Source: an optimization exercise on an open RTL-to-GDS flow (aim: small area). Production flows keep margins and buffers that such runs may drop.
RTL that was checked went through simulation tests only; none was proved equivalent to the original.
The RTL of run 1 was laid out without a check of its function.
Power is estimated from default activity; no workload was simulated.

==> design.v <==
package layer_pkg;
   typedef logic signed [16-1:0] data_t;
   typedef logic [$clog2(8)-1:0] vec_addr_t;
   typedef logic [$clog2(16)-1:0] out_idx_t;
endpackage
package layer_coef_pkg;
   localparam int WEIGHT_ENTRIES = 4 * 8 * (16 / 4);
   localparam int BIAS_ENTRIES   = 4 * (16 / 4);
   localparam logic [WEIGHT_ENTRIES*16-1:0] weight_table = {
      {
         -16'sd38,  16'sd33,  16'sd109, 16'sd24,  -16'sd3,   -16'sd45,  -16'sd19,  16'sd48,
         16'sd103,  16'sd18,  16'sd82,  -16'sd28, 16'sd101,  -16'sd64,  -16'sd108, 16'sd3,
         -16'sd18,  16'sd107, 16'sd2,   -16'sd45, -16'sd85,  16'sd22,   16'sd86,   16'sd32,
         -16'sd1,   -16'sd105, 16'sd81, 16'sd42,  16'sd45,   16'sd39,   -16'sd54,  16'sd63
      },
      {
         16'sd29,   -16'sd75, -16'sd24, 16'sd89,  -16'sd12,  -16'sd72,  16'sd114,  -16'sd15,
         -16'sd11,  -16'sd4,  -16'sd36, 16'sd105, 16'sd53,   -16'sd50,  -16'sd37,  16'sd72,
         -16'sd110, -16'sd77, 16'sd9,   16'sd71,  16'sd1,    16'sd100,  16'sd15,   -16'sd72,
         16'sd90,   16'sd84,  16'sd7,   -16'sd36, 16'sd56,   -16'sd106, 16'sd20,   16'sd22
      },
      {
         -16'sd109, -16'sd24, 16'sd30,  16'sd68,  -16'sd123, -16'sd41,  16'sd119,  16'sd31,
         16'sd54,   16'sd121, 16'sd12,  16'sd60,  -16'sd48,  16'sd3,    -16'sd37,  16'sd78,
         16'sd93,   -16'sd101, 16'sd116, -16'sd83, 16'sd31,  -16'sd49,  16'sd124,  16'sd29,
         -16'sd78,  16'sd8,   16'sd67,  16'sd81,  16'sd87,   16'sd63,   -16'sd18,  -16'sd105
      },
      {
         -16'sd2,   -16'sd5,  16'sd22,  -16'sd23, 16'sd96,   -16'sd58,  16'sd36,   -16'sd70,
         16'sd126,  16'sd113, -16'sd73, 16'sd94,  -16'sd73,  16'sd92,   -16'sd104, -16'sd98,
         -16'sd64,  -16'sd77, -16'sd4,  -16'sd9,  -16'sd113, 16'sd20,   16'sd21,   -16'sd3,
         16'sd115,  16'sd106, 16'sd14,  -16'sd126, -16'sd1,  -16'sd93,  16'sd0,    16'sd126
      }
   };
   localparam logic [BIAS_ENTRIES*16-1:0] bias_table = {
      {-16'sd70, 16'sd120, 16'sd71,  -16'sd60},
      {-16'sd47, 16'sd115, -16'sd83, 16'sd67},
      {16'sd41,  16'sd38,  -16'sd81, -16'sd106},
      {16'sd103, 16'sd83,  16'sd0,   -16'sd10}
   };
endpackage
module layer_sequencer (
   input  logic                 clk,
   input  logic                 reset,
   input  logic                 s_valid,
   input  logic                 m_ready,
   output logic                 s_ready,
   output logic                 m_valid,
   output logic                 vec_wr_en,    
   output layer_pkg::vec_addr_t pos,          
   output logic                 run,          
   output logic                 en,           
   output layer_pkg::out_idx_t  out_idx,      
   output logic [5:0]           entry_next,   
   output logic                 x_bypass      
);
   layer_pkg::vec_addr_t load_cnt;    
   logic vec_pending;    
   logic done;           
   logic fire;
   logic can_start;
   logic start;
   logic last_start;     
   logic gap;            
   assign m_valid = done;
   assign fire    = done & m_ready;
   assign can_start  = (pos[1:0] == 2'd0) && (pos[2] != out_idx[0]) && !run && (!done || fire);
   assign start      = can_start && (out_idx != '0 || vec_pending || vec_wr_en);
   assign last_start = can_start && out_idx == 4'd15;
   assign en         = start | run;
   assign s_ready   = (pos == load_cnt) && (load_cnt != '0 || !vec_pending || last_start);
   assign vec_wr_en = s_ready & s_valid;
   assign gap       = (pos == load_cnt) && (load_cnt != '0) && !s_valid;
   layer_pkg::vec_addr_t load_cnt_d;
   assign load_cnt_d = reset ? '0 : load_cnt + vec_wr_en;
   layer_pkg::vec_addr_t pos_d;
   layer_pkg::out_idx_t  out_idx_d;
   logic                 finish;         
   assign finish     = run && pos[1:0] == 2'd3 && !(gap && out_idx == '0);
   assign pos_d      = reset ? '0 : pos + 1'b1;
   assign out_idx_d  = reset ? '0 : out_idx + finish;
   assign entry_next = {out_idx_d, pos_d[1:0]};
   always_ff @(posedge clk) begin
      pos      <= pos_d;
      out_idx  <= out_idx_d;
      load_cnt <= load_cnt_d;
      x_bypass <= (pos_d == load_cnt_d) && out_idx_d == '0;
   end
   always_ff @(posedge clk) begin
      if (reset) begin
         vec_pending <= 1'b0;
         run         <= 1'b0;
         done        <= 1'b0;
      end else begin
         if (vec_wr_en && load_cnt == 3'd7)
            vec_pending <= 1'b1;
         else if (start && out_idx == 4'd15)
            vec_pending <= 1'b0;
         if (start)
            run <= 1'b1;
         else if (run && (pos[1:0] == 2'd3 || (gap && out_idx == '0)))
            run <= 1'b0;
         if (finish)
            done <= 1'b1;
         else if (fire)
            done <= 1'b0;
      end
   end
endmodule
module mac_lane (
   input  logic                 clk,
   input  logic                 run,        
   input  logic                 en,         
   input  layer_pkg::out_idx_t  out_idx,
   input  layer_pkg::vec_addr_t pos,
   input  logic [5:0]           entry_next,    
   input  layer_pkg::data_t     x_a,
   input  layer_pkg::data_t     x_b,
   output layer_pkg::data_t     acc,
   output logic [16-1:0] acc_cy    
);
   localparam int ENTRIES = 16 * 4;
   localparam int BW = 16;    
   function automatic logic [15:0] negsum(input logic [7:0] w);
      logic [8:0] wx;
      wx     = {w, 1'b0};
      negsum = '0;
      for (int k = 0; k < 4; k++)
         if (wx[2*k+2] && !(wx[2*k+1] && wx[2*k]))
            negsum = negsum + (16'd1 << (2 * k));
   endfunction
   function automatic logic [15:0] row_negsum(input int j);
      int e;
      row_negsum = '0;
      for (int c = 0; c < 8; c++) begin
         e = (j % 4) * 8 * (16 / 4) + (j / 4) * 8 + c;
         row_negsum = row_negsum
                      + negsum(layer_coef_pkg::weight_table[(layer_coef_pkg::WEIGHT_ENTRIES - 1 - e) * 16 +: 8]);
      end
   endfunction
   logic [4*ENTRIES-1:0] a_one, a_two, a_neg, b_one, b_two, b_neg;
   logic [16*BW-1:0] b_rom;
   logic [ENTRIES*8-1:0]        wa_rom, wb_rom;
   genvar i;
   generate
      for (i = 0; i < ENTRIES; i++) begin : g_w
         localparam int J  = i / 4;
         localparam int CA = (1 - J % 2) * 4 + i % 4;
         localparam int CB = (J % 2) * 4 + i % 4;
         localparam int EA = (J % 4) * 8 * (16 / 4)
                             + (J / 4) * 8 + CA;
         localparam int EB = (J % 4) * 8 * (16 / 4)
                             + (J / 4) * 8 + CB;
         localparam logic [8:0] WA = {layer_coef_pkg::weight_table[(layer_coef_pkg::WEIGHT_ENTRIES - 1 - EA) * 16 +: 8], 1'b0};
         localparam logic [8:0] WB = {layer_coef_pkg::weight_table[(layer_coef_pkg::WEIGHT_ENTRIES - 1 - EB) * 16 +: 8], 1'b0};
         assign wa_rom[i*8 +: 8] = WA[8:1];
         assign wb_rom[i*8 +: 8] = WB[8:1];
         for (genvar k = 0; k < 4; k++) begin : g_k
            assign a_one[k*ENTRIES + i] = WA[2*k+1] ^ WA[2*k];
            assign a_two[k*ENTRIES + i] = (WA[2*k+2] & ~WA[2*k+1] & ~WA[2*k]) | (~WA[2*k+2] & WA[2*k+1] & WA[2*k]);
            assign a_neg[k*ENTRIES + i] = WA[2*k+2] & ~(WA[2*k+1] & WA[2*k]);
            assign b_one[k*ENTRIES + i] = WB[2*k+1] ^ WB[2*k];
            assign b_two[k*ENTRIES + i] = (WB[2*k+2] & ~WB[2*k+1] & ~WB[2*k]) | (~WB[2*k+2] & WB[2*k+1] & WB[2*k]);
            assign b_neg[k*ENTRIES + i] = WB[2*k+2] & ~(WB[2*k+1] & WB[2*k]);
         end
      end
      for (i = 0; i < 16; i++) begin : g_b
         localparam int E = (i % 4) * (16 / 4) + i / 4;
         localparam logic [7:0] B8 =
            layer_coef_pkg::bias_table[(layer_coef_pkg::BIAS_ENTRIES - 1 - E) * 16 +: 8];
         assign b_rom[i*16 +: 16] = {{8{B8[7]}}, B8} + row_negsum(i);
      end
   endgenerate
   logic [5:0]  entry;
   logic [15:0] bias;
   logic [15:0] addend;
   logic [3:0]  neg_a, one_a, two_a, neg_b, one_b, two_b;
   assign entry  = {out_idx, pos[1:0]};
   assign bias   = b_rom[out_idx*16 +: 16];
   assign addend = run ? acc : bias;
   logic [7:0] wa_q, wb_q;
   always_ff @(posedge clk) begin
      wa_q <= wa_rom[entry_next*8 +: 8];
      wb_q <= wb_rom[entry_next*8 +: 8];
   end
   logic [8:0] wxa, wxb;
   assign wxa = {wa_q, 1'b0};
   assign wxb = {wb_q, 1'b0};
   generate
      for (i = 0; i < 4; i++) begin : g_digit
         assign one_a[i] = wxa[2*i+1] ^ wxa[2*i];
         assign two_a[i] = (wxa[2*i+2] & ~wxa[2*i+1] & ~wxa[2*i]) | (~wxa[2*i+2] & wxa[2*i+1] & wxa[2*i]);
         assign neg_a[i] = wxa[2*i+2] & ~(wxa[2*i+1] & wxa[2*i]);
         assign one_b[i] = wxb[2*i+1] ^ wxb[2*i];
         assign two_b[i] = (wxb[2*i+2] & ~wxb[2*i+1] & ~wxb[2*i]) | (~wxb[2*i+2] & wxb[2*i+1] & wxb[2*i]);
         assign neg_b[i] = wxb[2*i+2] & ~(wxb[2*i+1] & wxb[2*i]);
      end
   endgenerate
   logic [15:0] pp_a0;
   assign pp_a0[0] = ((one_a[0] & x_a[0])) ^ neg_a[0];
   assign pp_a0[1] = ((one_a[0] & x_a[1]) | (two_a[0] & x_a[0])) ^ neg_a[0];
   assign pp_a0[2] = ((one_a[0] & x_a[2]) | (two_a[0] & x_a[1])) ^ neg_a[0];
   assign pp_a0[3] = ((one_a[0] & x_a[3]) | (two_a[0] & x_a[2])) ^ neg_a[0];
   assign pp_a0[4] = ((one_a[0] & x_a[4]) | (two_a[0] & x_a[3])) ^ neg_a[0];
   assign pp_a0[5] = ((one_a[0] & x_a[5]) | (two_a[0] & x_a[4])) ^ neg_a[0];
   assign pp_a0[6] = ((one_a[0] & x_a[6]) | (two_a[0] & x_a[5])) ^ neg_a[0];
   assign pp_a0[7] = ((one_a[0] & x_a[7]) | (two_a[0] & x_a[6])) ^ neg_a[0];
   assign pp_a0[8] = ((one_a[0] & x_a[8]) | (two_a[0] & x_a[7])) ^ neg_a[0];
   assign pp_a0[9] = ((one_a[0] & x_a[9]) | (two_a[0] & x_a[8])) ^ neg_a[0];
   assign pp_a0[10] = ((one_a[0] & x_a[10]) | (two_a[0] & x_a[9])) ^ neg_a[0];
   assign pp_a0[11] = ((one_a[0] & x_a[11]) | (two_a[0] & x_a[10])) ^ neg_a[0];
   assign pp_a0[12] = ((one_a[0] & x_a[12]) | (two_a[0] & x_a[11])) ^ neg_a[0];
   assign pp_a0[13] = ((one_a[0] & x_a[13]) | (two_a[0] & x_a[12])) ^ neg_a[0];
   assign pp_a0[14] = ((one_a[0] & x_a[14]) | (two_a[0] & x_a[13])) ^ neg_a[0];
   assign pp_a0[15] = ((one_a[0] & x_a[15]) | (two_a[0] & x_a[14])) ^ neg_a[0];
   logic [15:2] pp_a1;
   assign pp_a1[2] = ((one_a[1] & x_a[0])) ^ neg_a[1];
   assign pp_a1[3] = ((one_a[1] & x_a[1]) | (two_a[1] & x_a[0])) ^ neg_a[1];
   assign pp_a1[4] = ((one_a[1] & x_a[2]) | (two_a[1] & x_a[1])) ^ neg_a[1];
   assign pp_a1[5] = ((one_a[1] & x_a[3]) | (two_a[1] & x_a[2])) ^ neg_a[1];
   assign pp_a1[6] = ((one_a[1] & x_a[4]) | (two_a[1] & x_a[3])) ^ neg_a[1];
   assign pp_a1[7] = ((one_a[1] & x_a[5]) | (two_a[1] & x_a[4])) ^ neg_a[1];
   assign pp_a1[8] = ((one_a[1] & x_a[6]) | (two_a[1] & x_a[5])) ^ neg_a[1];
   assign pp_a1[9] = ((one_a[1] & x_a[7]) | (two_a[1] & x_a[6])) ^ neg_a[1];
   assign pp_a1[10] = ((one_a[1] & x_a[8]) | (two_a[1] & x_a[7])) ^ neg_a[1];
   assign pp_a1[11] = ((one_a[1] & x_a[9]) | (two_a[1] & x_a[8])) ^ neg_a[1];
   assign pp_a1[12] = ((one_a[1] & x_a[10]) | (two_a[1] & x_a[9])) ^ neg_a[1];
   assign pp_a1[13] = ((one_a[1] & x_a[11]) | (two_a[1] & x_a[10])) ^ neg_a[1];
   assign pp_a1[14] = ((one_a[1] & x_a[12]) | (two_a[1] & x_a[11])) ^ neg_a[1];
   assign pp_a1[15] = ((one_a[1] & x_a[13]) | (two_a[1] & x_a[12])) ^ neg_a[1];
   logic [15:4] pp_a2;
   assign pp_a2[4] = ((one_a[2] & x_a[0])) ^ neg_a[2];
   assign pp_a2[5] = ((one_a[2] & x_a[1]) | (two_a[2] & x_a[0])) ^ neg_a[2];
   assign pp_a2[6] = ((one_a[2] & x_a[2]) | (two_a[2] & x_a[1])) ^ neg_a[2];
   assign pp_a2[7] = ((one_a[2] & x_a[3]) | (two_a[2] & x_a[2])) ^ neg_a[2];
   assign pp_a2[8] = ((one_a[2] & x_a[4]) | (two_a[2] & x_a[3])) ^ neg_a[2];
   assign pp_a2[9] = ((one_a[2] & x_a[5]) | (two_a[2] & x_a[4])) ^ neg_a[2];
   assign pp_a2[10] = ((one_a[2] & x_a[6]) | (two_a[2] & x_a[5])) ^ neg_a[2];
   assign pp_a2[11] = ((one_a[2] & x_a[7]) | (two_a[2] & x_a[6])) ^ neg_a[2];
   assign pp_a2[12] = ((one_a[2] & x_a[8]) | (two_a[2] & x_a[7])) ^ neg_a[2];
   assign pp_a2[13] = ((one_a[2] & x_a[9]) | (two_a[2] & x_a[8])) ^ neg_a[2];
   assign pp_a2[14] = ((one_a[2] & x_a[10]) | (two_a[2] & x_a[9])) ^ neg_a[2];
   assign pp_a2[15] = ((one_a[2] & x_a[11]) | (two_a[2] & x_a[10])) ^ neg_a[2];
   logic [15:6] pp_a3;
   assign pp_a3[6] = ((one_a[3] & x_a[0])) ^ neg_a[3];
   assign pp_a3[7] = ((one_a[3] & x_a[1]) | (two_a[3] & x_a[0])) ^ neg_a[3];
   assign pp_a3[8] = ((one_a[3] & x_a[2]) | (two_a[3] & x_a[1])) ^ neg_a[3];
   assign pp_a3[9] = ((one_a[3] & x_a[3]) | (two_a[3] & x_a[2])) ^ neg_a[3];
   assign pp_a3[10] = ((one_a[3] & x_a[4]) | (two_a[3] & x_a[3])) ^ neg_a[3];
   assign pp_a3[11] = ((one_a[3] & x_a[5]) | (two_a[3] & x_a[4])) ^ neg_a[3];
   assign pp_a3[12] = ((one_a[3] & x_a[6]) | (two_a[3] & x_a[5])) ^ neg_a[3];
   assign pp_a3[13] = ((one_a[3] & x_a[7]) | (two_a[3] & x_a[6])) ^ neg_a[3];
   assign pp_a3[14] = ((one_a[3] & x_a[8]) | (two_a[3] & x_a[7])) ^ neg_a[3];
   assign pp_a3[15] = ((one_a[3] & x_a[9]) | (two_a[3] & x_a[8])) ^ neg_a[3];
   logic [15:0] pp_b0;
   assign pp_b0[0] = ((one_b[0] & x_b[0])) ^ neg_b[0];
   assign pp_b0[1] = ((one_b[0] & x_b[1]) | (two_b[0] & x_b[0])) ^ neg_b[0];
   assign pp_b0[2] = ((one_b[0] & x_b[2]) | (two_b[0] & x_b[1])) ^ neg_b[0];
   assign pp_b0[3] = ((one_b[0] & x_b[3]) | (two_b[0] & x_b[2])) ^ neg_b[0];
   assign pp_b0[4] = ((one_b[0] & x_b[4]) | (two_b[0] & x_b[3])) ^ neg_b[0];
   assign pp_b0[5] = ((one_b[0] & x_b[5]) | (two_b[0] & x_b[4])) ^ neg_b[0];
   assign pp_b0[6] = ((one_b[0] & x_b[6]) | (two_b[0] & x_b[5])) ^ neg_b[0];
   assign pp_b0[7] = ((one_b[0] & x_b[7]) | (two_b[0] & x_b[6])) ^ neg_b[0];
   assign pp_b0[8] = ((one_b[0] & x_b[8]) | (two_b[0] & x_b[7])) ^ neg_b[0];
   assign pp_b0[9] = ((one_b[0] & x_b[9]) | (two_b[0] & x_b[8])) ^ neg_b[0];
   assign pp_b0[10] = ((one_b[0] & x_b[10]) | (two_b[0] & x_b[9])) ^ neg_b[0];
   assign pp_b0[11] = ((one_b[0] & x_b[11]) | (two_b[0] & x_b[10])) ^ neg_b[0];
   assign pp_b0[12] = ((one_b[0] & x_b[12]) | (two_b[0] & x_b[11])) ^ neg_b[0];
   assign pp_b0[13] = ((one_b[0] & x_b[13]) | (two_b[0] & x_b[12])) ^ neg_b[0];
   assign pp_b0[14] = ((one_b[0] & x_b[14]) | (two_b[0] & x_b[13])) ^ neg_b[0];
   assign pp_b0[15] = ((one_b[0] & x_b[15]) | (two_b[0] & x_b[14])) ^ neg_b[0];
   logic [15:2] pp_b1;
   assign pp_b1[2] = ((one_b[1] & x_b[0])) ^ neg_b[1];
   assign pp_b1[3] = ((one_b[1] & x_b[1]) | (two_b[1] & x_b[0])) ^ neg_b[1];
   assign pp_b1[4] = ((one_b[1] & x_b[2]) | (two_b[1] & x_b[1])) ^ neg_b[1];
   assign pp_b1[5] = ((one_b[1] & x_b[3]) | (two_b[1] & x_b[2])) ^ neg_b[1];
   assign pp_b1[6] = ((one_b[1] & x_b[4]) | (two_b[1] & x_b[3])) ^ neg_b[1];
   assign pp_b1[7] = ((one_b[1] & x_b[5]) | (two_b[1] & x_b[4])) ^ neg_b[1];
   assign pp_b1[8] = ((one_b[1] & x_b[6]) | (two_b[1] & x_b[5])) ^ neg_b[1];
   assign pp_b1[9] = ((one_b[1] & x_b[7]) | (two_b[1] & x_b[6])) ^ neg_b[1];
   assign pp_b1[10] = ((one_b[1] & x_b[8]) | (two_b[1] & x_b[7])) ^ neg_b[1];
   assign pp_b1[11] = ((one_b[1] & x_b[9]) | (two_b[1] & x_b[8])) ^ neg_b[1];
   assign pp_b1[12] = ((one_b[1] & x_b[10]) | (two_b[1] & x_b[9])) ^ neg_b[1];
   assign pp_b1[13] = ((one_b[1] & x_b[11]) | (two_b[1] & x_b[10])) ^ neg_b[1];
   assign pp_b1[14] = ((one_b[1] & x_b[12]) | (two_b[1] & x_b[11])) ^ neg_b[1];
   assign pp_b1[15] = ((one_b[1] & x_b[13]) | (two_b[1] & x_b[12])) ^ neg_b[1];
   logic [15:4] pp_b2;
   assign pp_b2[4] = ((one_b[2] & x_b[0])) ^ neg_b[2];
   assign pp_b2[5] = ((one_b[2] & x_b[1]) | (two_b[2] & x_b[0])) ^ neg_b[2];
   assign pp_b2[6] = ((one_b[2] & x_b[2]) | (two_b[2] & x_b[1])) ^ neg_b[2];
   assign pp_b2[7] = ((one_b[2] & x_b[3]) | (two_b[2] & x_b[2])) ^ neg_b[2];
   assign pp_b2[8] = ((one_b[2] & x_b[4]) | (two_b[2] & x_b[3])) ^ neg_b[2];
   assign pp_b2[9] = ((one_b[2] & x_b[5]) | (two_b[2] & x_b[4])) ^ neg_b[2];
   assign pp_b2[10] = ((one_b[2] & x_b[6]) | (two_b[2] & x_b[5])) ^ neg_b[2];
   assign pp_b2[11] = ((one_b[2] & x_b[7]) | (two_b[2] & x_b[6])) ^ neg_b[2];
   assign pp_b2[12] = ((one_b[2] & x_b[8]) | (two_b[2] & x_b[7])) ^ neg_b[2];
   assign pp_b2[13] = ((one_b[2] & x_b[9]) | (two_b[2] & x_b[8])) ^ neg_b[2];
   assign pp_b2[14] = ((one_b[2] & x_b[10]) | (two_b[2] & x_b[9])) ^ neg_b[2];
   assign pp_b2[15] = ((one_b[2] & x_b[11]) | (two_b[2] & x_b[10])) ^ neg_b[2];
   logic [15:6] pp_b3;
   assign pp_b3[6] = ((one_b[3] & x_b[0])) ^ neg_b[3];
   assign pp_b3[7] = ((one_b[3] & x_b[1]) | (two_b[3] & x_b[0])) ^ neg_b[3];
   assign pp_b3[8] = ((one_b[3] & x_b[2]) | (two_b[3] & x_b[1])) ^ neg_b[3];
   assign pp_b3[9] = ((one_b[3] & x_b[3]) | (two_b[3] & x_b[2])) ^ neg_b[3];
   assign pp_b3[10] = ((one_b[3] & x_b[4]) | (two_b[3] & x_b[3])) ^ neg_b[3];
   assign pp_b3[11] = ((one_b[3] & x_b[5]) | (two_b[3] & x_b[4])) ^ neg_b[3];
   assign pp_b3[12] = ((one_b[3] & x_b[6]) | (two_b[3] & x_b[5])) ^ neg_b[3];
   assign pp_b3[13] = ((one_b[3] & x_b[7]) | (two_b[3] & x_b[6])) ^ neg_b[3];
   assign pp_b3[14] = ((one_b[3] & x_b[8]) | (two_b[3] & x_b[7])) ^ neg_b[3];
   assign pp_b3[15] = ((one_b[3] & x_b[9]) | (two_b[3] & x_b[8])) ^ neg_b[3];
   logic s1, c2, s3, c4, s5, c6, s7, c8, s9, c10, s11, c12, s13, c14, s15, c16;
   logic s17, c18, s19, c20, s21, c22, s23, c24, s25, c26, s27, c28, s29, c30, s31, c32;
   logic s33, c34, s35, c36, s37, c38, s39, c40, s41, c42, s43, c44, s45, c46, s47, c48;
   logic s49, c50, s51, c52, s53, c54, s55, c56, s57, s58, s59, s60, c61, s62, c63, s64;
   logic c65, s66, c67, s68, c69, s70, c71, s72, c73, s74, c75, s76, c77, s78, c79, s80;
   logic c81, s82, c83, s84, c85, s86, c87, s88, c89, s90, c91, s92, c93, s94, c95, s96;
   logic c97, s98, c99, s100, c101, s102, c103, s104, c105, s106, c107, s108, s109, s110, c111, s112;
   logic c113, s114, c115, s116, c117, s118, c119, s120, c121, s122, c123, s124, c125, s126, c127, s128;
   logic c129, s130, c131, s132, c133, s134, c135, s136, s137, c138, s139, c140, s141, c142, s143, c144;
   logic s145, c146, s147, c148, s149, c150, s151, c152, s153, c154, s155, c156, s157, c158, s159, c160;
   logic s161, c162, s163, c164, s165, c166, s167;
   assign s1 = addend[4] ^ pp_b0[4];
   assign c2 = addend[4] & pp_b0[4];
   assign s3 = addend[5] ^ pp_b0[5] ^ pp_b1[5];
   assign c4 = (addend[5] & pp_b0[5]) | (addend[5] & pp_b1[5]) | (pp_b0[5] & pp_b1[5]);
   assign s5 = addend[6] ^ pp_b0[6] ^ pp_b1[6];
   assign c6 = (addend[6] & pp_b0[6]) | (addend[6] & pp_b1[6]) | (pp_b0[6] & pp_b1[6]);
   assign s7 = pp_b2[6] ^ pp_b3[6] ^ pp_a0[6];
   assign c8 = (pp_b2[6] & pp_b3[6]) | (pp_b2[6] & pp_a0[6]) | (pp_b3[6] & pp_a0[6]);
   assign s9 = addend[7] ^ pp_b0[7] ^ pp_b1[7];
   assign c10 = (addend[7] & pp_b0[7]) | (addend[7] & pp_b1[7]) | (pp_b0[7] & pp_b1[7]);
   assign s11 = pp_b2[7] ^ pp_b3[7] ^ pp_a0[7];
   assign c12 = (pp_b2[7] & pp_b3[7]) | (pp_b2[7] & pp_a0[7]) | (pp_b3[7] & pp_a0[7]);
   assign s13 = pp_a1[7] ^ pp_a2[7];
   assign c14 = pp_a1[7] & pp_a2[7];
   assign s15 = addend[8] ^ pp_b0[8] ^ pp_b1[8];
   assign c16 = (addend[8] & pp_b0[8]) | (addend[8] & pp_b1[8]) | (pp_b0[8] & pp_b1[8]);
   assign s17 = pp_b2[8] ^ pp_b3[8] ^ pp_a0[8];
   assign c18 = (pp_b2[8] & pp_b3[8]) | (pp_b2[8] & pp_a0[8]) | (pp_b3[8] & pp_a0[8]);
   assign s19 = pp_a1[8] ^ pp_a2[8] ^ pp_a3[8];
   assign c20 = (pp_a1[8] & pp_a2[8]) | (pp_a1[8] & pp_a3[8]) | (pp_a2[8] & pp_a3[8]);
   assign s21 = addend[9] ^ pp_b0[9] ^ pp_b1[9];
   assign c22 = (addend[9] & pp_b0[9]) | (addend[9] & pp_b1[9]) | (pp_b0[9] & pp_b1[9]);
   assign s23 = pp_b2[9] ^ pp_b3[9] ^ pp_a0[9];
   assign c24 = (pp_b2[9] & pp_b3[9]) | (pp_b2[9] & pp_a0[9]) | (pp_b3[9] & pp_a0[9]);
   assign s25 = pp_a1[9] ^ pp_a2[9] ^ pp_a3[9];
   assign c26 = (pp_a1[9] & pp_a2[9]) | (pp_a1[9] & pp_a3[9]) | (pp_a2[9] & pp_a3[9]);
   assign s27 = addend[10] ^ pp_b0[10] ^ pp_b1[10];
   assign c28 = (addend[10] & pp_b0[10]) | (addend[10] & pp_b1[10]) | (pp_b0[10] & pp_b1[10]);
   assign s29 = pp_b2[10] ^ pp_b3[10] ^ pp_a0[10];
   assign c30 = (pp_b2[10] & pp_b3[10]) | (pp_b2[10] & pp_a0[10]) | (pp_b3[10] & pp_a0[10]);
   assign s31 = pp_a1[10] ^ pp_a2[10] ^ pp_a3[10];
   assign c32 = (pp_a1[10] & pp_a2[10]) | (pp_a1[10] & pp_a3[10]) | (pp_a2[10] & pp_a3[10]);
   assign s33 = addend[11] ^ pp_b0[11] ^ pp_b1[11];
   assign c34 = (addend[11] & pp_b0[11]) | (addend[11] & pp_b1[11]) | (pp_b0[11] & pp_b1[11]);
   assign s35 = pp_b2[11] ^ pp_b3[11] ^ pp_a0[11];
   assign c36 = (pp_b2[11] & pp_b3[11]) | (pp_b2[11] & pp_a0[11]) | (pp_b3[11] & pp_a0[11]);
   assign s37 = pp_a1[11] ^ pp_a2[11] ^ pp_a3[11];
   assign c38 = (pp_a1[11] & pp_a2[11]) | (pp_a1[11] & pp_a3[11]) | (pp_a2[11] & pp_a3[11]);
   assign s39 = addend[12] ^ pp_b0[12] ^ pp_b1[12];
   assign c40 = (addend[12] & pp_b0[12]) | (addend[12] & pp_b1[12]) | (pp_b0[12] & pp_b1[12]);
   assign s41 = pp_b2[12] ^ pp_b3[12] ^ pp_a0[12];
   assign c42 = (pp_b2[12] & pp_b3[12]) | (pp_b2[12] & pp_a0[12]) | (pp_b3[12] & pp_a0[12]);
   assign s43 = pp_a1[12] ^ pp_a2[12] ^ pp_a3[12];
   assign c44 = (pp_a1[12] & pp_a2[12]) | (pp_a1[12] & pp_a3[12]) | (pp_a2[12] & pp_a3[12]);
   assign s45 = addend[13] ^ pp_b0[13] ^ pp_b1[13];
   assign c46 = (addend[13] & pp_b0[13]) | (addend[13] & pp_b1[13]) | (pp_b0[13] & pp_b1[13]);
   assign s47 = pp_b2[13] ^ pp_b3[13] ^ pp_a0[13];
   assign c48 = (pp_b2[13] & pp_b3[13]) | (pp_b2[13] & pp_a0[13]) | (pp_b3[13] & pp_a0[13]);
   assign s49 = pp_a1[13] ^ pp_a2[13] ^ pp_a3[13];
   assign c50 = (pp_a1[13] & pp_a2[13]) | (pp_a1[13] & pp_a3[13]) | (pp_a2[13] & pp_a3[13]);
   assign s51 = addend[14] ^ pp_b0[14] ^ pp_b1[14];
   assign c52 = (addend[14] & pp_b0[14]) | (addend[14] & pp_b1[14]) | (pp_b0[14] & pp_b1[14]);
   assign s53 = pp_b2[14] ^ pp_b3[14] ^ pp_a0[14];
   assign c54 = (pp_b2[14] & pp_b3[14]) | (pp_b2[14] & pp_a0[14]) | (pp_b3[14] & pp_a0[14]);
   assign s55 = pp_a1[14] ^ pp_a2[14] ^ pp_a3[14];
   assign c56 = (pp_a1[14] & pp_a2[14]) | (pp_a1[14] & pp_a3[14]) | (pp_a2[14] & pp_a3[14]);
   assign s57 = addend[15] ^ pp_b0[15] ^ pp_b1[15];
   assign s58 = pp_b2[15] ^ pp_b3[15] ^ pp_a0[15];
   assign s59 = pp_a1[15] ^ pp_a2[15] ^ pp_a3[15];
   assign s60 = addend[2] ^ pp_b0[2];
   assign c61 = addend[2] & pp_b0[2];
   assign s62 = addend[3] ^ pp_b0[3] ^ pp_b1[3];
   assign c63 = (addend[3] & pp_b0[3]) | (addend[3] & pp_b1[3]) | (pp_b0[3] & pp_b1[3]);
   assign s64 = pp_b1[4] ^ pp_b2[4] ^ s1;
   assign c65 = (pp_b1[4] & pp_b2[4]) | (pp_b1[4] & s1) | (pp_b2[4] & s1);
   assign s66 = pp_a0[4] ^ pp_a1[4];
   assign c67 = pp_a0[4] & pp_a1[4];
   assign s68 = pp_b2[5] ^ c2 ^ s3;
   assign c69 = (pp_b2[5] & c2) | (pp_b2[5] & s3) | (c2 & s3);
   assign s70 = pp_a0[5] ^ pp_a1[5] ^ pp_a2[5];
   assign c71 = (pp_a0[5] & pp_a1[5]) | (pp_a0[5] & pp_a2[5]) | (pp_a1[5] & pp_a2[5]);
   assign s72 = c4 ^ s5 ^ pp_a1[6];
   assign c73 = (c4 & s5) | (c4 & pp_a1[6]) | (s5 & pp_a1[6]);
   assign s74 = pp_a2[6] ^ pp_a3[6] ^ s7;
   assign c75 = (pp_a2[6] & pp_a3[6]) | (pp_a2[6] & s7) | (pp_a3[6] & s7);
   assign s76 = c6 ^ s9 ^ pp_a3[7];
   assign c77 = (c6 & s9) | (c6 & pp_a3[7]) | (s9 & pp_a3[7]);
   assign s78 = s13 ^ c8 ^ s11;
   assign c79 = (s13 & c8) | (s13 & s11) | (c8 & s11);
   assign s80 = c10 ^ s15 ^ c14;
   assign c81 = (c10 & s15) | (c10 & c14) | (s15 & c14);
   assign s82 = c12 ^ s17 ^ s19;
   assign c83 = (c12 & s17) | (c12 & s19) | (s17 & s19);
   assign s84 = c16 ^ s21 ^ c18;
   assign c85 = (c16 & s21) | (c16 & c18) | (s21 & c18);
   assign s86 = c20 ^ s23 ^ s25;
   assign c87 = (c20 & s23) | (c20 & s25) | (s23 & s25);
   assign s88 = c22 ^ s27 ^ c24;
   assign c89 = (c22 & s27) | (c22 & c24) | (s27 & c24);
   assign s90 = c26 ^ s29 ^ s31;
   assign c91 = (c26 & s29) | (c26 & s31) | (s29 & s31);
   assign s92 = c28 ^ s33 ^ c30;
   assign c93 = (c28 & s33) | (c28 & c30) | (s33 & c30);
   assign s94 = c32 ^ s35 ^ s37;
   assign c95 = (c32 & s35) | (c32 & s37) | (s35 & s37);
   assign s96 = c34 ^ s39 ^ c36;
   assign c97 = (c34 & s39) | (c34 & c36) | (s39 & c36);
   assign s98 = c38 ^ s41 ^ s43;
   assign c99 = (c38 & s41) | (c38 & s43) | (s41 & s43);
   assign s100 = c40 ^ s45 ^ c42;
   assign c101 = (c40 & s45) | (c40 & c42) | (s45 & c42);
   assign s102 = c44 ^ s47 ^ s49;
   assign c103 = (c44 & s47) | (c44 & s49) | (s47 & s49);
   assign s104 = c46 ^ s51 ^ c48;
   assign c105 = (c46 & s51) | (c46 & c48) | (s51 & c48);
   assign s106 = c50 ^ s53 ^ s55;
   assign c107 = (c50 & s53) | (c50 & s55) | (s53 & s55);
   assign s108 = c52 ^ s57 ^ c54;
   assign s109 = c56 ^ s58 ^ s59;
   assign s110 = pp_b1[2] ^ s60;
   assign c111 = pp_b1[2] & s60;
   assign s112 = c61 ^ s62 ^ pp_a0[3];
   assign c113 = (c61 & s62) | (c61 & pp_a0[3]) | (s62 & pp_a0[3]);
   assign s114 = c63 ^ s64 ^ pp_a2[4];
   assign c115 = (c63 & s64) | (c63 & pp_a2[4]) | (s64 & pp_a2[4]);
   assign s116 = c65 ^ s68 ^ c67;
   assign c117 = (c65 & s68) | (c65 & c67) | (s68 & c67);
   assign s118 = c69 ^ c71 ^ s72;
   assign c119 = (c69 & c71) | (c69 & s72) | (c71 & s72);
   assign s120 = c73 ^ s76 ^ c75;
   assign c121 = (c73 & s76) | (c73 & c75) | (s76 & c75);
   assign s122 = c77 ^ s80 ^ c79;
   assign c123 = (c77 & s80) | (c77 & c79) | (s80 & c79);
   assign s124 = c81 ^ s84 ^ c83;
   assign c125 = (c81 & s84) | (c81 & c83) | (s84 & c83);
   assign s126 = c85 ^ s88 ^ c87;
   assign c127 = (c85 & s88) | (c85 & c87) | (s88 & c87);
   assign s128 = c89 ^ s92 ^ c91;
   assign c129 = (c89 & s92) | (c89 & c91) | (s92 & c91);
   assign s130 = c93 ^ s96 ^ c95;
   assign c131 = (c93 & s96) | (c93 & c95) | (s96 & c95);
   assign s132 = c97 ^ s100 ^ c99;
   assign c133 = (c97 & s100) | (c97 & c99) | (s100 & c99);
   assign s134 = c101 ^ s104 ^ c103;
   assign c135 = (c101 & s104) | (c101 & c103) | (s104 & c103);
   assign s136 = c105 ^ s108 ^ c107;
   assign s137 = addend[0] ^ pp_b0[0];
   assign c138 = addend[0] & pp_b0[0];
   assign s139 = addend[1] ^ pp_b0[1] ^ pp_a0[1];
   assign c140 = (addend[1] & pp_b0[1]) | (addend[1] & pp_a0[1]) | (pp_b0[1] & pp_a0[1]);
   assign s141 = s110 ^ pp_a0[2] ^ pp_a1[2];
   assign c142 = (s110 & pp_a0[2]) | (s110 & pp_a1[2]) | (pp_a0[2] & pp_a1[2]);
   assign s143 = c111 ^ pp_a1[3] ^ s112;
   assign c144 = (c111 & pp_a1[3]) | (c111 & s112) | (pp_a1[3] & s112);
   assign s145 = s66 ^ c113 ^ s114;
   assign c146 = (s66 & c113) | (s66 & s114) | (c113 & s114);
   assign s147 = c115 ^ s70 ^ s116;
   assign c148 = (c115 & s70) | (c115 & s116) | (s70 & s116);
   assign s149 = c117 ^ s74 ^ s118;
   assign c150 = (c117 & s74) | (c117 & s118) | (s74 & s118);
   assign s151 = c119 ^ s78 ^ s120;
   assign c152 = (c119 & s78) | (c119 & s120) | (s78 & s120);
   assign s153 = s82 ^ c121 ^ s122;
   assign c154 = (s82 & c121) | (s82 & s122) | (c121 & s122);
   assign s155 = s86 ^ c123 ^ s124;
   assign c156 = (s86 & c123) | (s86 & s124) | (c123 & s124);
   assign s157 = s90 ^ c125 ^ s126;
   assign c158 = (s90 & c125) | (s90 & s126) | (c125 & s126);
   assign s159 = s94 ^ c127 ^ s128;
   assign c160 = (s94 & c127) | (s94 & s128) | (c127 & s128);
   assign s161 = s98 ^ c129 ^ s130;
   assign c162 = (s98 & c129) | (s98 & s130) | (c129 & s130);
   assign s163 = s102 ^ c131 ^ s132;
   assign c164 = (s102 & c131) | (s102 & s132) | (c131 & s132);
   assign s165 = s106 ^ c133 ^ s134;
   assign c166 = (s106 & c133) | (s106 & s134) | (c133 & s134);
   assign s167 = s109 ^ c135 ^ s136;
   logic [15:0] op_a, op_b;
   assign op_a = {s167, s165, s163, s161, s159, s157, s155, s153, s151, s149, s147, s145, s143, s141, s139, pp_a0[0]};
   assign op_b = {c166, c164, c162, c160, c158, c156, c154, c152, c150, c148, c146, c144, c142, c140, c138, s137};
   logic [15:0] cy;
   logic [15:0] sum;
   logic [15:0] cy_out;
   assign cy[0] = 1'b0;
   assign sum[0] = op_a[0] ^ op_b[0] ^ cy[0];
   assign cy[1] = (op_a[0] & op_b[0]) | (op_a[0] & cy[0]) | (op_b[0] & cy[0]);
   assign sum[1] = op_a[1] ^ op_b[1] ^ cy[1];
   assign cy[2] = (op_a[1] & op_b[1]) | (op_a[1] & cy[1]) | (op_b[1] & cy[1]);
   assign sum[2] = op_a[2] ^ op_b[2] ^ cy[2];
   assign cy[3] = (op_a[2] & op_b[2]) | (op_a[2] & cy[2]) | (op_b[2] & cy[2]);
   assign sum[3] = op_a[3] ^ op_b[3] ^ cy[3];
   assign cy[4] = (op_a[3] & op_b[3]) | (op_a[3] & cy[3]) | (op_b[3] & cy[3]);
   assign sum[4] = op_a[4] ^ op_b[4] ^ cy[4];
   assign cy[5] = (op_a[4] & op_b[4]) | (op_a[4] & cy[4]) | (op_b[4] & cy[4]);
   assign sum[5] = op_a[5] ^ op_b[5] ^ cy[5];
   assign cy_out[6] = (op_a[5] & op_b[5]) | (op_a[5] & cy[5]) | (op_b[5] & cy[5]);
   assign cy[6] = run & acc_cy[6];
   assign sum[6] = op_a[6] ^ op_b[6] ^ cy[6];
   assign cy[7] = (op_a[6] & op_b[6]) | (op_a[6] & cy[6]) | (op_b[6] & cy[6]);
   assign sum[7] = op_a[7] ^ op_b[7] ^ cy[7];
   assign cy[8] = (op_a[7] & op_b[7]) | (op_a[7] & cy[7]) | (op_b[7] & cy[7]);
   assign sum[8] = op_a[8] ^ op_b[8] ^ cy[8];
   assign cy[9] = (op_a[8] & op_b[8]) | (op_a[8] & cy[8]) | (op_b[8] & cy[8]);
   assign sum[9] = op_a[9] ^ op_b[9] ^ cy[9];
   assign cy_out[10] = (op_a[9] & op_b[9]) | (op_a[9] & cy[9]) | (op_b[9] & cy[9]);
   assign cy[10] = run & acc_cy[10];
   assign sum[10] = op_a[10] ^ op_b[10] ^ cy[10];
   assign cy[11] = (op_a[10] & op_b[10]) | (op_a[10] & cy[10]) | (op_b[10] & cy[10]);
   assign sum[11] = op_a[11] ^ op_b[11] ^ cy[11];
   assign cy[12] = (op_a[11] & op_b[11]) | (op_a[11] & cy[11]) | (op_b[11] & cy[11]);
   assign sum[12] = op_a[12] ^ op_b[12] ^ cy[12];
   assign cy[13] = (op_a[12] & op_b[12]) | (op_a[12] & cy[12]) | (op_b[12] & cy[12]);
   assign sum[13] = op_a[13] ^ op_b[13] ^ cy[13];
   assign cy[14] = (op_a[13] & op_b[13]) | (op_a[13] & cy[13]) | (op_b[13] & cy[13]);
   assign sum[14] = op_a[14] ^ op_b[14] ^ cy[14];
   assign cy[15] = (op_a[14] & op_b[14]) | (op_a[14] & cy[14]) | (op_b[14] & cy[14]);
   assign sum[15] = op_a[15] ^ op_b[15] ^ cy[15];
   assign cy_out[0] = 1'b0;
   assign cy_out[1] = 1'b0;
   assign cy_out[2] = 1'b0;
   assign cy_out[3] = 1'b0;
   assign cy_out[4] = 1'b0;
   assign cy_out[5] = 1'b0;
   assign cy_out[7] = 1'b0;
   assign cy_out[8] = 1'b0;
   assign cy_out[9] = 1'b0;
   assign cy_out[11] = 1'b0;
   assign cy_out[12] = 1'b0;
   assign cy_out[13] = 1'b0;
   assign cy_out[14] = 1'b0;
   assign cy_out[15] = 1'b0;
   logic [15:0] cy_q;    
   always_ff @(posedge clk)
      if (en) begin
         acc  <= sum;
         cy_q <= cy_out & 16'h0440;
      end
   assign acc_cy = cy_q & 16'h0440;
endmodule
module mac_array (
   input  logic                 clk,
   input  logic                 vec_wr_en,
   input  logic                 x_bypass,
   input  layer_pkg::data_t     data_in,
   input  layer_pkg::vec_addr_t pos,
   input  logic                 run,
   input  logic                 en,
   input  layer_pkg::out_idx_t  out_idx,
   input  logic [5:0]           entry_next,
   output layer_pkg::data_t     acc,
   output logic [16-1:0] acc_cy
);
   layer_pkg::data_t ring [0:8-1];
   always_ff @(posedge clk) begin
      for (int k = 0; k < 8 - 1; k++)
         ring[k] <= ring[k+1];
      ring[8-1] <= vec_wr_en ? data_in : ring[0];
   end
   mac_lane u_lane (
      .clk     (clk),
      .run     (run),
      .en      (en),
      .out_idx (out_idx),
      .pos     (pos),
      .entry_next (entry_next),
      .x_a     (x_bypass ? data_in : ring[0]),    
      .x_b     (ring[8/2]),           
      .acc     (acc),
      .acc_cy  (acc_cy)
   );
endmodule
module result_buffer (
   input  layer_pkg::data_t acc,
   input  logic [16-1:0] acc_cy,
   output layer_pkg::data_t data_out
);
   layer_pkg::data_t result;
   assign result   = acc + acc_cy;
   assign data_out = result[16-1] ? '0 : result;
endmodule
module layer_top (
   input  logic             clk,
   input  logic             reset,
   input  logic             s_valid,
   input  logic             m_ready,
   input  layer_pkg::data_t data_in,
   output logic             s_ready,
   output logic             m_valid,
   output layer_pkg::data_t data_out
);
   logic                 vec_wr_en;
   logic                 x_bypass;
   layer_pkg::vec_addr_t pos;
   logic                 run, en;
   layer_pkg::out_idx_t  out_idx;
   logic [5:0]           entry_next;
   layer_pkg::data_t     acc;
   logic [16-1:0] acc_cy;
   layer_sequencer u_sequencer (
      .clk       (clk),
      .reset     (reset),
      .s_valid   (s_valid),
      .m_ready   (m_ready),
      .s_ready   (s_ready),
      .m_valid   (m_valid),
      .vec_wr_en (vec_wr_en),
      .pos       (pos),
      .run       (run),
      .en        (en),
      .out_idx   (out_idx),
      .entry_next(entry_next),
      .x_bypass  (x_bypass)
   );
   mac_array u_mac_array (
      .clk       (clk),
      .vec_wr_en (vec_wr_en),
      .x_bypass  (x_bypass),
      .data_in   (data_in),
      .pos       (pos),
      .run       (run),
      .en        (en),
      .out_idx   (out_idx),
      .entry_next(entry_next),
      .acc       (acc),
      .acc_cy    (acc_cy)
   );
   result_buffer u_result_buffer (
      .acc      (acc),
      .acc_cy   (acc_cy),
      .data_out (data_out)
   );
endmodule
==> flow/run.sh <==
#!/bin/bash
# The standard synthesis, then its combinational logic mapped again by
# ABC with an area-oriented script (flow/abc_resyn.script): the standard
# synthesis's registers and full-adder cells stay exactly as they are, with their
# names; full adders may work on complemented signals (flow/fa_polarity.py).
# Then the standard layout of that netlist, with extra ORFS make
# variables from flow/make_vars (one per line).
# Logs: flow_synth.log and flow_make.log (make's output), flow_fa_polarity.log,
# flow_resyn.log and flow_resyn_check.log (Yosys); each ORFS step also keeps its own log under orfs/logs.
set -euo pipefail
args=()
while IFS= read -r line; do
   [[ -z "$line" || "$line" == \#* ]] && continue
   args+=("$line")
done < flow/make_vars

bash standard.sh "${args[@]}" synth > flow_synth.log 2>&1

RES=orfs/results/$FLOW_PLATFORM/layer_top/base
LIB=$FLOW_HOME/platforms/$FLOW_PLATFORM/lib/sky130_fd_sc_hd__tt_025C_1v80.lib
YOSYS=$FLOW_HOME/../tools/install/yosys/bin/yosys
DONT_USE=$(grep -o 'sky130_fd_sc_hd__[a-z0-9_]*' $FLOW_HOME/platforms/$FLOW_PLATFORM/config.mk | sort -u | sed 's/^/-dont_use /' | tr '\n' ' ')
cp $RES/1_2_yosys.v 1_2_yosys_standard.v
# Full adders on complemented signals where that saves inverters
python3 flow/fa_polarity.py 1_2_yosys_standard.v 1_2_yosys_fapol.v > flow_fa_polarity.log 2>&1
cat > resyn.ys <<EOT
read_liberty -ignore_miss_func $LIB
read_verilog 1_2_yosys_fapol.v
hierarchy -top $FLOW_TOP
blackbox sky130_fd_sc_hd__dfxtp_1 sky130_fd_sc_hd__edfxtp_1 sky130_fd_sc_hd__fa_1 sky130_fd_sc_hd__conb_1
tee -o resyn_stat_before.txt stat -liberty $LIB
flatten
opt -purge
abc -script $PWD/flow/abc_resyn.script -liberty $LIB $DONT_USE -constr $PWD/orfs/objects/$FLOW_PLATFORM/layer_top/base/abc.constr
splitnets
opt_clean -purge
hilomap -singleton -hicell sky130_fd_sc_hd__conb_1 HI -locell sky130_fd_sc_hd__conb_1 LO
insbuf -buf sky130_fd_sc_hd__buf_4 A X
tee -o resyn_stat_after.txt stat -liberty $LIB
write_verilog -noattr -nohex -nodec 1_2_yosys_resyn.v
EOT
$YOSYS -s resyn.ys > flow_resyn.log 2>&1
# The new netlist must be fully mapped and hold the same registers
cat > resyn_check.ys <<EOT
read_liberty -lib $LIB
read_verilog 1_2_yosys_resyn.v
hierarchy -check -top $FLOW_TOP
check -assert -mapped
EOT
$YOSYS -s resyn_check.ys > flow_resyn_check.log 2>&1
regs() { grep -oE 'sky130_fd_sc_hd__e?dfxtp_[0-9]+ +\\?[^ ]+' "$1" | sort; }
if ! diff <(regs 1_2_yosys_standard.v) <(regs 1_2_yosys_resyn.v) > flow_resyn_regs.diff; then
   echo "registers differ from the standard synthesis" >&2
   exit 1
fi
cp 1_2_yosys_resyn.v $RES/1_2_yosys.v
rm -f $RES/1_synth.odb
bash standard.sh "${args[@]}" finish > flow_make.log 2>&1
==> flow/abc_resyn.script <==
strash
&get -n
&deepsyn -I 1 -J 5
&put
dch -f
amap
topo
stime -c
==> flow/fa_polarity.py <==
#!/usr/bin/env python3
"""Removes inverters between full-adder cells of a mapped netlist.

A full adder is self-dual: FA(~a, ~b, ~c) = (~sum, ~cout). This script picks,
for each full-adder cell, whether it works on complemented signals, so that
as few inverters as possible are needed between the adders and the logic
around them, then rewrites the netlist. The function is unchanged; no
register, port or other cell changes.

usage: fa_polarity.py in.v out.v
"""
import re, sys

src = open(sys.argv[1]).read()
m = re.search(r'^module .*?^endmodule', src, re.S | re.M)
assert m and src.count('\nmodule ') + src.startswith('module ') == 1, 'one module expected'
mod = m.group(0)

cell_re = re.compile(r'^(\s*)(sky130_fd_sc_hd__\w+)\s+(\S+)\s*\((.*?)\);\n', re.S | re.M)
pin_re = re.compile(r'\.(\w+)\(\s*(.*?)\s*\)\s*(?:,|$)', re.S)

cells = []   # [type, name, {pin: net}, span]
for cm in cell_re.finditer(mod):
    pins = dict((p, n.strip()) for p, n in pin_re.findall(cm.group(4)))
    cells.append([cm.group(2), cm.group(3), pins, cm.span()])

OUTS = {'X', 'Y', 'Q', 'Q_N', 'SUM', 'COUT', 'HI', 'LO'}
def v(net):
    # An escaped identifier ends at white space
    return net + ' ' if net.startswith('\\') else net

def is_fa(t): return re.match(r'sky130_fd_sc_hd__fa_\d+$', t) is not None
def is_inv(t): return re.match(r'sky130_fd_sc_hd__(clk)?inv_\d+$', t) is not None

driver = {}
for i, (t, n, pins, _) in enumerate(cells):
    for p, net in pins.items():
        if p in OUTS:
            driver[net] = (i, p)

# Logical source of a net: (base net, inverted?) following inverter cells
def source(net):
    inv = False
    seen = 0
    while net in driver and is_inv(cells[driver[net][0]][0]) and seen < 4:
        net = cells[driver[net][0]][2]['A']
        inv = not inv
        seen += 1
    return net, inv

fa = [i for i, c in enumerate(cells) if is_fa(c[0])]
fa_out = {}   # net -> fa index, for SUM/COUT nets
for i in fa:
    for p in ('SUM', 'COUT'):
        if p in cells[i][2]:
            fa_out[cells[i][2][p]] = i

# Every use of a signal: (cell index, pin, base net, wanted inversion)
uses = []
for i, (t, n, pins, _) in enumerate(cells):
    if is_inv(t):
        continue
    for p, net in pins.items():
        if p in OUTS:
            continue
        b, inv = source(net)
        uses.append((i, p, b, inv))
# Inverter outputs also used by ports (assign) or nothing else: keep them as uses
port_nets = set(re.findall(r'^\s*output\s+(?:\[[^\]]*\]\s*)?(\S+);', mod, re.M))

flip = {i: False for i in fa}

def cost():
    need = set()
    for (i, p, b, inv) in uses:
        pb = flip.get(fa_out.get(b), False)          # physical polarity of b
        want = inv ^ (flip[i] if i in flip else False)
        if want != pb:
            need.add(b)
    return len(need)

best = cost()
start = best
improved = True
while improved:
    improved = False
    for i in fa:
        flip[i] = not flip[i]
        c = cost()
        if c < best:
            best = c
            improved = True
        else:
            flip[i] = not flip[i]

if best >= start:
    open(sys.argv[2], 'w').write(src)
    print(f'fa_polarity: no gain ({start} inverted signals)')
    sys.exit(0)

# Rewrite: each use connects to b (physical polarity pb) or to a new inverter of b
new_cells = []
inv_of = {}
cnt = [0]
def inverted(b):
    if b not in inv_of:
        cnt[0] += 1
        w = f'fapol_n{cnt[0]}'
        inv_of[b] = w
        new_cells.append(f'  wire {w};\n  sky130_fd_sc_hd__inv_1 fapol_i{cnt[0]} (\n    .A({v(b)}),\n    .Y({w})\n  );\n')
    return inv_of[b]

newpins = {}
for (i, p, b, inv) in uses:
    pb = flip.get(fa_out.get(b), False)
    want = inv ^ (flip[i] if i in flip else False)
    newpins[(i, p)] = b if want == pb else inverted(b)

# Output ports driven through an assign or directly by a flipped adder are not
# expected: refuse rather than change a port's value
for net in fa_out:
    base = net.split('[')[0]
    if flip[fa_out[net]] and (base in port_nets or net in port_nets):
        sys.exit('fa_polarity: a flipped adder drives a port')

def drives_port(net):
    return net in port_nets or net.split('[')[0].strip() in port_nets

out = []
pos = 0
used_inv_outputs = set()
for (i, p, b, inv) in uses:
    pass
for i, (t, n, pins, span) in enumerate(cells):
    out.append(mod[pos:span[0]])
    pos = span[1]
    if is_inv(t) and not drives_port(pins['Y']):
        continue   # dropped; the needed inverters are made again below
    if is_inv(t):
        out.append(mod[span[0]:span[1]])
        continue
    body = ',\n'.join(f'    .{p}({v(newpins.get((i, p), net))})' for p, net in pins.items())
    out.append(f'  {t} {n} (\n{body}\n  );\n')
out.append(mod[pos:])
text = ''.join(out)
text = text.replace('\nendmodule', '\n' + ''.join(new_cells) + 'endmodule', 1)
text = src[:m.start()] + text + src[m.end():]
open(sys.argv[2], 'w').write(text)
print(f'fa_polarity: {start} -> {best} inverted signals, {sum(flip.values())} of {len(fa)} adders flipped')
==> flow/make_vars <==
BUFFER_PORTS_ARGS=-buffer_cell sky130_fd_sc_hd__buf_1
GPL_KEEP_OVERFLOW=0
PLACE_DENSITY=0.8
CTS_ARGS=-sink_clustering_enable -repair_clock_nets -buf_list sky130_fd_sc_hd__clkbuf_8 -dont_use_dummy_load
==> standard.sh <==
#!/bin/bash
# synth_recipe.tcl (not shown) runs the flow's synth.tcl, then flattens the netlist and writes it again
# the make line also repeats each setting of config.mk as NAME=value (left out here)
make -C /OpenROAD-flow-scripts/flow DESIGN_CONFIG=/design/flow/config.mk WORK_HOME=/design/flow/orfs CLKGATE_MAP_FILE= SYNTH_SCRIPT=/design/flow/synth_recipe.tcl "${@:-finish}"
==> config.mk <==
export PLATFORM = sky130hd
export DESIGN_NAME = layer_top
export DESIGN_NICKNAME = layer_top
export VERILOG_FILES = /design/flow/design.v
export SDC_FILE = /design/flow/constraint.sdc
export NUM_CORES = 4
export LEC_CHECK = 0
export CAP_MARGIN = 20
export CORE_MARGIN = 2
export CORE_UTILIZATION = 40
export SLEW_MARGIN = 20
==> constraint.sdc <==
create_clock -name core_clock -period 7.0 [get_ports {clk}]
set_input_delay 1.4000 -clock core_clock [delete_from_list [all_inputs] [get_ports {clk}]]
set_output_delay 1.4000 -clock core_clock [all_outputs]
set_load 0.01 [all_outputs]
==> metrics.yaml, run 1 <==
cts_tree: "yes"
numCtsBuffers: 17
io_pins: 38
worstSkewPairLatency_ps: 470
hold_viol: 0
drt_first_pass_iters: 6
rsz0062_at_grt: "no"
finalCriticalPeriod_ps: 6750
worstMarginPinSlew_ps: 1040
dp_hpwl_um: 23600
wl_um: 30600
drt_iter0_drc: 1292
crit_fanout: 7
drive_gt1_share_pct: 5.62
critPathRequiredTime_ps: 7190
std_cell_rows: 57
max_stage_delay_ps: 570
p_leak_nw: 3.84
grt_pass1_wl_um: 47800
totalPowerFinal_mw: 6.27
status: "complete, no violations"
startpoint_type: "input port"
power_density_nw_per_um2: 575
grt.overflow.total: 0
routabilityCongestion: 1.01
drv_cap: 0
fp.coreArea_um2: 24200
critPathArrivalTime_ps: 6940
antenna_found_initial: 0
ant_nets: 0
drv_slew: 0
grt_max_degree: 28
worstPathCellList: "buf_1 > o22ai_4 > o22ai_1 > nand2_1 > o21ai_0 > fa_1 > clkinv_1 > fa_1 > fa_1 > clkinv_1 > fa_1 > fa_1 > fa_1 > fa_1 > fa_1 > fa_2 > nor2_1 > a21oi_2 > nor2_1 > a21oi_1 > xor2_1 > o21ai_0 > o21ai_0"
synth_cells: 1133
crit_type: "input port to flip-flop"
die_h_um: 161
numPortBuffers: 36
hold_slack_ps: 291
ir_drop_v: 0.000486
syn_to_final_growth_pct: 10.9
root_buffer: "clkbuf_8"
syn_avg_cell_area_um2: 8.68
finalCritPeriodShare_pct: 96.5
fp.dieArea_um2: 25800
grt_usage_pct: 24.0
viasPerCell: 5.92
yosys_warnings: 5
diodes: 0
finalSetupViolCount: 0
relSlewSlack_pct: 30.7
synth_nets: 1241
min_path_type: "flip-flop to flip-flop"
cpMaxStageDelayCell: "fa_1"
clkSinkCount: 176
cpMostUsedCell: "fa_1"
grt_pass1_vias: 8297
layoutNonFillerInstCount: 1517
clockBufferDepth: 2
wl_per_cell_um: 20.2
fin_nets: 1303
drcViolationCount: 0
syn_area_um2: 9830
placed_cells: 1496
max_freq_mhz: 148
clock_skew_ps: 49.0
die_w_um: 161
setup.worst_path.end_class: "flip-flop"
num_vias: 8981
clkTransAtPathRegs_ps: 100
hold_buffers: 0
htree_levels: 4
start_util_pct: 40.5
## cell usage in the layout (no fill, tap or decap), types with 5 or more instances in the layout
master	count
nor2_1	209
o22ai_2	6
o22ai_1	94
clkinv_1	105
o21ai_1	8
buf_4	6
o32ai_1	10
a211oi_1	11
o22ai_4	8
fa_1	87
o21ai_0	81
or2_0	7
a31oi_1	8
edfxtp_1	18
o221ai_1	15
nor3_1	24
nor2b_1	7
nand2_1	98
buf_1	35
clkbuf_8	17
o22a_1	25
and2_0	5
a21oi_1	69
a22oi_1	11
dfxtp_1	153
nor2_2	5
## repair_timing
item / CTS / global route
setup endpoints to repair: 2 / 3
pin swaps: 0 / 6
gates resized for setup: 10 / 44
setup buffers: 0 / 4
## registers in the layout, summed over array words and instances (netlist names)
| name | count |
|---|---|
| u_sequencer.pos | 3 |
| u_mac_array.u_lane.cy_q | 2 |
| u_sequencer.vec_pending | 1 |
| u_sequencer.load_cnt | 3 |
| u_sequencer.done | 1 |
| u_mac_array.u_lane.wb_q | 8 |
| u_sequencer.out_idx | 4 |
| u_mac_array.u_lane.wa_q | 8 |
| u_mac_array.ring | 128 |
| u_mac_array.u_lane.acc | 16 |
| u_sequencer.run | 1 |
| u_sequencer.x_bypass | 1 |
## worst paths after layout
path | to | slack, ps | startpoint | cells after the start
max | u_mac_array.u_lane.acc[15]$_DFFE_PP_ | 250 | data_in[4] | 23
min reg2reg | u_mac_array.ring[4][6]$_DFF_P_ | 290 | u_mac_array.ring[5][6]$_DFF_P_ | 0
min | u_mac_array.ring[4][6]$_DFF_P_ | 290 | u_mac_array.ring[5][6]$_DFF_P_ | 0
max reg2reg | u_mac_array.u_lane.wa_q[4]$_DFF_P_ | 250 | u_sequencer.pos[0]$_DFF_P_ | 19
## cell type report
class                   count  area (µm²)
fillers                  2352       13300
multi-input cells         844        5900
flip-flops and latches    176        3720
inverters                 112         442
well taps                 324         405
clock buffers              17         234
repair buffers             44         204
## metrics by stage
stage	setup WS, ps	setup TNS [ps]	instance area (µm²)	util (%)
floorplan	17.7	0	9840	-
global placement	-957	-4890	10400	42.8
detailed placement	-914	-1210	10400	43.0
CTS	11.0	0	10700	44.0
global route	33.4	0	10900	44.9
finish	246	0	10900	44.9
## critical path, delay by kind of cell
kind                       cells  cell delay, ps
adders and majority gates      9            3810
xor gates and xnor gates       1             180
and+or+nand+nor                3             320
buffers and inverters          3             280
AOI/OAI and AO/OA              7             940
## routing by layer
layer	routed length [µm]	track usage, %
met5	0	0
met4	535	5.80
met3	3880	8.50
met2	12600	33.1
met1	13700	35.8
## power breakdown
| part | internal [mW] | switching, mW | total (mW) | leakage, nW |
|---|---|---|---|---|
| clock | 0.214 | 0.303 | 0.517 | 0.122 |
| combinational | 1.74 | 2.29 | 4.03 | 2.22 |
| sequential | 1.57 | 0.154 | 1.72 | 1.49 |
==> run 2, diff against run 1 <==
--- a/design.v
+++ b/design.v
@@ -522,7 +522,8 @@
    assign sum[12] = op_a[12] ^ op_b[12] ^ cy[12];
    assign cy[13] = (op_a[12] & op_b[12]) | (op_a[12] & cy[12]) | (op_b[12] & cy[12]);
    assign sum[13] = op_a[13] ^ op_b[13] ^ cy[13];
-   assign cy[14] = (op_a[13] & op_b[13]) | (op_a[13] & cy[13]) | (op_b[13] & cy[13]);
+   assign cy_out[14] = (op_a[13] & op_b[13]) | (op_a[13] & cy[13]) | (op_b[13] & cy[13]);
+   assign cy[14] = run & acc_cy[14];
    assign sum[14] = op_a[14] ^ op_b[14] ^ cy[14];
    assign cy[15] = (op_a[14] & op_b[14]) | (op_a[14] & cy[14]) | (op_b[14] & cy[14]);
    assign sum[15] = op_a[15] ^ op_b[15] ^ cy[15];
@@ -538,15 +539,14 @@
    assign cy_out[11] = 1'b0;
    assign cy_out[12] = 1'b0;
    assign cy_out[13] = 1'b0;
-   assign cy_out[14] = 1'b0;
    assign cy_out[15] = 1'b0;
    logic [15:0] cy_q;    
    always_ff @(posedge clk)
       if (en) begin
          acc  <= sum;
-         cy_q <= cy_out & 16'h0440;
+         cy_q <= cy_out & 16'h4440;
       end
-   assign acc_cy = cy_q & 16'h0440;
+   assign acc_cy = cy_q & 16'h4440;
 endmodule
 module mac_array (
    input  logic                 clk,
==> flow/abc_resyn.script (replaced) <==
strash
dch -f
amap
topo
stime -c
==> run 2 against run 1 <==
  * Clock-buffer cell count unchanged
  * Largest cell class unchanged
  * Sequential cell count rose by 1
  * Global-route usage is 0.072 points lower
  * Area after synthesis increased by 3.1%
  * Register-to-register slack improved by 140 ps
==> metrics.yaml, run 2 <==
status: "complete, no violations"  # unchanged
fp.coreArea_um2: 25000  # was 24200 µm²
finalSetupViolCount: 0  # unchanged
hold_start: "u_mac_array.ring[7][15]$_DFF_P_"  # was u_mac_array.ring[5][6]$_DFF_P_
synth_cells: 1196  # was 1133
ant_nets: 0  # unchanged
clockBufferDepth: 2  # unchanged
regMostFlops: "u_mac_array.ring"  # unchanged
fin_util_pct: 44.1  # was 44.9%
reg_top3: "u_mac_array.ring x128, u_mac_array.u_lane.acc x16"  # unchanged
grt.busiest_layer: "met1"  # unchanged
totalPowerFinal_mw: 6.09  # was 6.27 mW
root_buffer: "clkbuf_8"  # unchanged
numCtsBuffers: 17  # unchanged
syn_avg_cell_area_um2: 8.47  # was 8.68 µm²
rsz0062_at_grt: "no"  # unchanged
power_density_nw_per_um2: 552  # was 575 nW/µm²
drive_gt1_share_pct: 2.71  # was 5.62%
critPathRequiredTime_ps: 7280  # was 7190 ps
grtUsageMet2_pct: 34.4  # was 33.1%
yosys_warnings: 5  # unchanged
synth_nets: 1304  # was 1241
setup_slack_ps: 382  # was 246 ps
max_freq_mhz: 151  # was 148 MHz
clkSinkCount: 177  # was 176
syn_area_um2: 10100  # was 9830 µm²
p_leak_nw: 3.88  # was 3.84 nW
hold_slack_ps: 287  # was 291 ps
grt_use_met1_pct: 35.2  # was 35.8%
syn_to_final_growth_pct: 8.86  # was 10.9%
worstMarginPinSlew_ps: 1100  # was 1040 ps
finalSetupTns_ps: 0  # unchanged
ir_drop_v: 0.000589  # was 0.000486 V
cts_tree: "yes"  # unchanged
fp.dieArea_um2: 26600  # was 25800 µm²
hold_viol: 0  # unchanged
grt.overflow.total: 0  # unchanged
htree_levels: 4  # unchanged
std_cell_rows: 58  # was 57
placed_cells: 1567  # was 1496
fin_nets: 1364  # was 1303
crit_type: "flip-flop to flip-flop"  # was input port to flip-flop
drv_slew: 0  # unchanged
routabilityCongestion: 0.974  # was 1.01
drt_first_pass_iters: 6  # unchanged
hold_buffers: 0  # unchanged
finalCriticalPeriod_ps: 6620  # was 6750 ps
place_area_um2: 10800  # was 10400 µm²
startpoint_type: "flip-flop"  # was input port
diodes: 0  # unchanged
min_path_type: "flip-flop to flip-flop"  # unchanged
setup.worst_path.end_class: "flip-flop"  # unchanged
drcViolationCount: 0  # unchanged
clkTransAtPathRegs_ps: 110  # was 100 ps
layoutNonFillerInstCount: 1584  # was 1517
viasPerCell: 5.91  # was 5.92
die_h_um: 163  # was 161 µm
start_util_pct: 40.5  # about the same
die_w_um: 163  # was 161 µm
numPortBuffers: 36  # unchanged
drt_iter0_drc: 1428  # was 1292
rrSetupSlack_ps: 380  # was 250 ps
grt_max_degree: 30  # was 28
worstSkewPairLatency_ps: 480  # was 470 ps
grt_usage_pct: 24.0  # about the same
grt_pass1_vias: 8490  # was 8297
met3_usage_pct: 7.24  # was 8.50%
num_vias: 9359  # was 8981
grt_pass1_wl_um: 48700  # was 47800 µm
clock_skew_ps: 39.9  # was 49.0 ps
dp_hpwl_um: 24000  # was 23600 µm
r2r-start: "u_sequencer.pos[0]$_DFF_P_"  # unchanged
cp-startpoint: "u_sequencer.pos[0]$_DFF_P_"  # was data_in[4]
io_pins: 38  # unchanged
layout_commonest_cell: "nor2_1"  # unchanged
wl_per_cell_um: 19.7  # was 20.2 µm
design_area_um2: 11000  # was 10900 µm²
largest_reg_flops: 128  # unchanged
final_cell_mix: "205 x nor2_1, 158 x dfxtp_1, 134 x clkinv_1, 117 x nand2_1, 114 x o22ai_1"  # was 209 x nor2_1, 153 x dfxtp_1, 105 x clkinv_1, 98 x nand2_1, 94 x o22ai_1
critPathArrivalTime_ps: 6900  # was 6940 ps
wl_um: 31200  # was 30600 µm
crit_fanout: 20  # was 7
drv_cap: 0  # unchanged
finalCritPeriodShare_pct: 94.5  # was 96.5%
relSlewSlack_pct: 25.7  # was 30.7%
dp_slack_ps: -759  # was -914 ps
antenna_found_initial: 0  # unchanged
[run 2: path summary, 6_finish.rpt]
path / to / cells after the start
min: u_mac_array.ring[6][15]$_DFF_P_ / 0
max: u_mac_array.u_lane.wb_q[6]$_DFF_P_ / 17
max reg2reg: u_mac_array.u_lane.wb_q[6]$_DFF_P_ / 17
min reg2reg: u_mac_array.ring[6][15]$_DFF_P_ / 0
[run 2: critical path, stage by stage, from the launching register on]
cell	delay [ps]
dfxtp_1	480
clkinv_1	310
nor2_1	170
nor2_2	480
clkinv_1	450
nor2_2	400
clkinv_1	300
nor3_1	560
nand2_1	250
a21oi_2	490
clkinv_2	440
nor2_4	450
clkinv_1	260
nor2_1	270
clkinv_1	290
nor2_1	390
o311ai_0	190
o311ai_0	220
[run 2: cell type report]
cell class                      count  area [µm²]
Fill cell                        2473       14000
Multi-Input combinational cell    882        5930
Sequential cell                   177        3730
Inverter                          136         515
Tap cell                          330         413
Clock buffer                       17         234
Timing Repair Buffer               42         213
[run 2: routing by layer]
| metal | vias up | share of wire [%] |
|---|---|---|
| li1 | 4375 | - |
| met1 | 4363 | 44 |
| met2 | 563 | 42 |
| met3 | 58 | 12 |
| met4 | 0 | 1.8 |
| met5 | - | 0 |
[run 2: report_power, final]
group	internal, mW	total (mW)	switching, mW	leakage, nW
combinational	1.61	3.81	2.20	2.26
clock	0.214	0.523	0.309	0.122
sequential	1.61	1.76	0.149	1.50
[run 2: what timing repair did]
action,CTS,global route
cloned,0,0
buffers inserted,0,0
gates resized for setup,4,3
endpoints found under the setup margin,14,12

[port drivers added, routing unchanged]
The flow's constraints put no driver on any port. The routed layouts listed below were extracted and timed again, unchanged, in two steps.
Step 1 (the two cells are an assumption about what drives the block):
set clk [get_ports {clk}]
set_driving_cell -lib_cell sky130_fd_sc_hd__clkbuf_16 $clk
set_driving_cell -lib_cell sky130_fd_sc_hd__buf_2 [delete_from_list [all_inputs] $clk]
Step 2 moves the port delays by t, midway between the first and last clock arrival at a register: inputs arrive t later, outputs are due t later. That takes back most of the time a late clock gives input paths.
Three values: no drivers, after step 1, after step 2; two values: the first two.
run | t, ns | setup WS [ns] | clock arrival spread, ns | pins driven straight from the clock port
run 1 | 0.483 | 0.246 / 0.251 / -0.229 | 0.049 / 0.049 | 1
run 2 | 0.500 | 0.382 / 0.382 / 0.382 | 0.046 / 0.046 | 1
Met with ideal ports but missed after step 2: setup timing in run 1. For run 1, which loses most, drivers alone change the setup slack by +0.005 ns; drivers and shift together by -0.475 ns.
